From an optimization exercise on the open Yosys and OpenROAD flow, aimed at small area and a short achievable clock period; shortcuts taken in it are not production practice. In this exercise RTL edits were held to simulation tests only and were not proved equivalent to the original. Power is estimated from default activity; no workload was simulated.

Design decode_stage, start of the top module:
module decode_stage (
  input  logic        clk,
  input  logic        rst_n,
  input  logic [31:0] instrF,
  input  logic [31:0] pcPlus4F,
  input  logic        stallD,
  input  logic        forwardAD,
  input  logic        forwardBD,
  input  logic [31:0] aluOutM,
  input  logic        regWriteW,
  input  logic [4:0]  writeRegW,
  input  logic [31:0] resultW,
  output logic [31:0] instrD,
  output logic [31:0] pcPlus4D,
  output logic [31:0] rd1D,
  output logic [31:0] rd2D,
  output logic [4:0]  rsD,
  output logic [4:0]  rtD,
  output logic [4:0]  rdD,
  output logic [31:0] signImmD,
  output logic [31:0] pcBranchD,
  output logic        pcSrcD
);
For scale: about 4200 cells after synthesis, about 1200 flip-flops, roughly 350 I/O pins, ~48000 µm² of cells after synthesis.
==> flow/config.mk <==
export PLATFORM = sky130hd
export DESIGN_NAME = decode_stage
export DESIGN_NICKNAME = decode_stage
export VERILOG_FILES = /design/flow/design.v
export SDC_FILE = /design/flow/constraint.sdc
export NUM_CORES = 4
export LEC_CHECK = 0
export CAP_MARGIN = 20
export CORE_MARGIN = 2
export CORE_UTILIZATION = 40
export SETUP_SLACK_MARGIN = 3.5
export SLEW_MARGIN = 20
export SYNTH_HIERARCHICAL = 1
==> flow/constraint.sdc <==
create_clock -name core_clock -period 8.0 [get_ports {clk}]
set_input_delay 1.6000 -clock core_clock [delete_from_list [all_inputs] [get_ports {clk}]]
set_output_delay 1.6000 -clock core_clock [all_outputs]
set_load 0.01 [all_outputs]
standard.sh (not shown) runs the stock make flow with config.mk's settings and CLKGATE_MAP_FILE= SYNTH_SCRIPT=/design/flow/synth_recipe.tcl, a recipe that flattens the netlist after the stock synthesis.
==> flow/flow/run.sh <==
#!/bin/bash
# Layout: the standard flow (standard.sh, unchanged synthesis), with two
# changes to how the layout is made:
#  - the port buffers that global placement inserts on every input and output
#    are sky130_fd_sc_hd__buf_2 rather than the resizer's default choice;
#  - timing repair may resize a cell to any footprint (MATCH_CELL_FOOTPRINT=0).
# The make output goes to flow_make.log here; each ORFS step also keeps its own
# log under orfs/logs/.
set -euo pipefail
bash standard.sh MATCH_CELL_FOOTPRINT=0 \
  "BUFFER_PORTS_ARGS=-buffer_cell sky130_fd_sc_hd__buf_2" \
  finish > flow_make.log 2>&1
Rerun with:
==> flow/run.sh (new file) <==
#!/bin/bash
# synth_recipe.tcl (not shown) runs the flow's synth.tcl, then flattens the netlist and writes it again
# the make line also repeats each setting of config.mk as NAME=value (left out here)
make -C /OpenROAD-flow-scripts/flow DESIGN_CONFIG=/design/flow/config.mk WORK_HOME=/design/flow/orfs CLKGATE_MAP_FILE= SYNTH_SCRIPT=/design/flow/synth_recipe.tcl finish
removed: flow/flow/run.sh
removed: flow/standard.sh
Core utilization goes up by 1.3 points. Count of clock-buffer cells in the layout went up by 9. Routed wire length fell by 2.1%. Global-route usage came out lower by 0.98 points. Fmax fell by 2.2%. First-iteration DRC count drops by 8.7%. Synthesized area is unchanged. Sequential cell count is unchanged.


Another version of the RTL of decode_stage (not shown whole).
For scale: roughly 350 I/O pins, roughly 0.049 mm^2 of cells after synthesis.
export LEC_CHECK = 0
export CAP_MARGIN = 20
export CORE_MARGIN = 2
export CORE_UTILIZATION = 40
export CTS_CLUSTER_DIAMETER = 80
export CTS_CLUSTER_SIZE = 25
export SETUP_SLACK_MARGIN = 3.0
export SLEW_MARGIN = 20
export SYNTH_HIERARCHICAL = 1
create_clock -name core_clock -period 8.0 [get_ports {clk}]
==> flow/flow/run.sh <==
#!/bin/bash
# Layout: the standard flow (standard.sh, unchanged synthesis), with two
# changes to how the layout is made:
#  - the port buffers that global placement inserts on every input and output
#    are sky130_fd_sc_hd__buf_1 rather than the resizer's default choice;
#  - timing repair may resize a cell to any footprint (MATCH_CELL_FOOTPRINT=0).
# The make output goes to flow_make.log here; each ORFS step also keeps its own
# log under orfs/logs/.
set -euo pipefail
bash standard.sh MATCH_CELL_FOOTPRINT=0 \
  "BUFFER_PORTS_ARGS=-buffer_cell sky130_fd_sc_hd__buf_1" \
  finish > flow_make.log 2>&1
Then changed:
--- a/flow/config.mk
+++ b/flow/config.mk
@@ -12,3 +12,3 @@
 export CTS_CLUSTER_SIZE = 25
-export SETUP_SLACK_MARGIN = 3.0
+export SETUP_SLACK_MARGIN = 3.2
 export SLEW_MARGIN = 20
Effect:
- register-to-register slack is better by 0.23 ns
- wire length goes up by 2.4%
- hold slack barely changes
- synthesized cell count is unchanged
- sequential power stays flat

==> static timing again, ports no longer ideal <==
In the flow no input, the clock included, has a driving cell. The finished layouts below were timed again as built, in two steps.
Step 1 sets driving cells, clkbuf_16 on the clock port and buf_2 on the other inputs (assumed; they add their load-dependent delay and slew).
Step 2 times the ports against the registers' clock, not the clock port: input delays grow and output delays shrink by t, the midpoint of the rising clock arrivals with the driver on.
Three values: ideal, step 1, step 2; two values: the first two.
| run | t (ns) | setup slack, ns | worst hold slack (ns) | worst setup path at the end | worst register clock-pin slew, ns |
|---|---|---|---|---|---|
| the first run of note 1 | 0.854 | 2.846 / 2.720 / 2.720 | 0.467 / 0.467 / 0.467 | input to output | 0.07 / 0.07 |
| the second run of note 1 | 0.835 | 2.729 / 2.687 / 2.687 | 0.468 / 0.468 / 0.468 | input to output | 0.07 / 0.07 |
| the first run of note 2 | 0.798 | 3.007 / 2.942 / 2.527 | 0.475 / 0.475 / 0.475 | input to register | 0.11 / 0.11 |
| the second run of note 2 | 0.825 | 3.040 / 3.004 / 2.444 | 0.476 / 0.476 / 0.476 | input to register | 0.11 / 0.11 |
After both steps setup and hold are still met in every run listed. For the second run of note 2, which loses most, drivers alone change the setup slack by -0.036 ns; drivers and shift together by -0.596 ns.
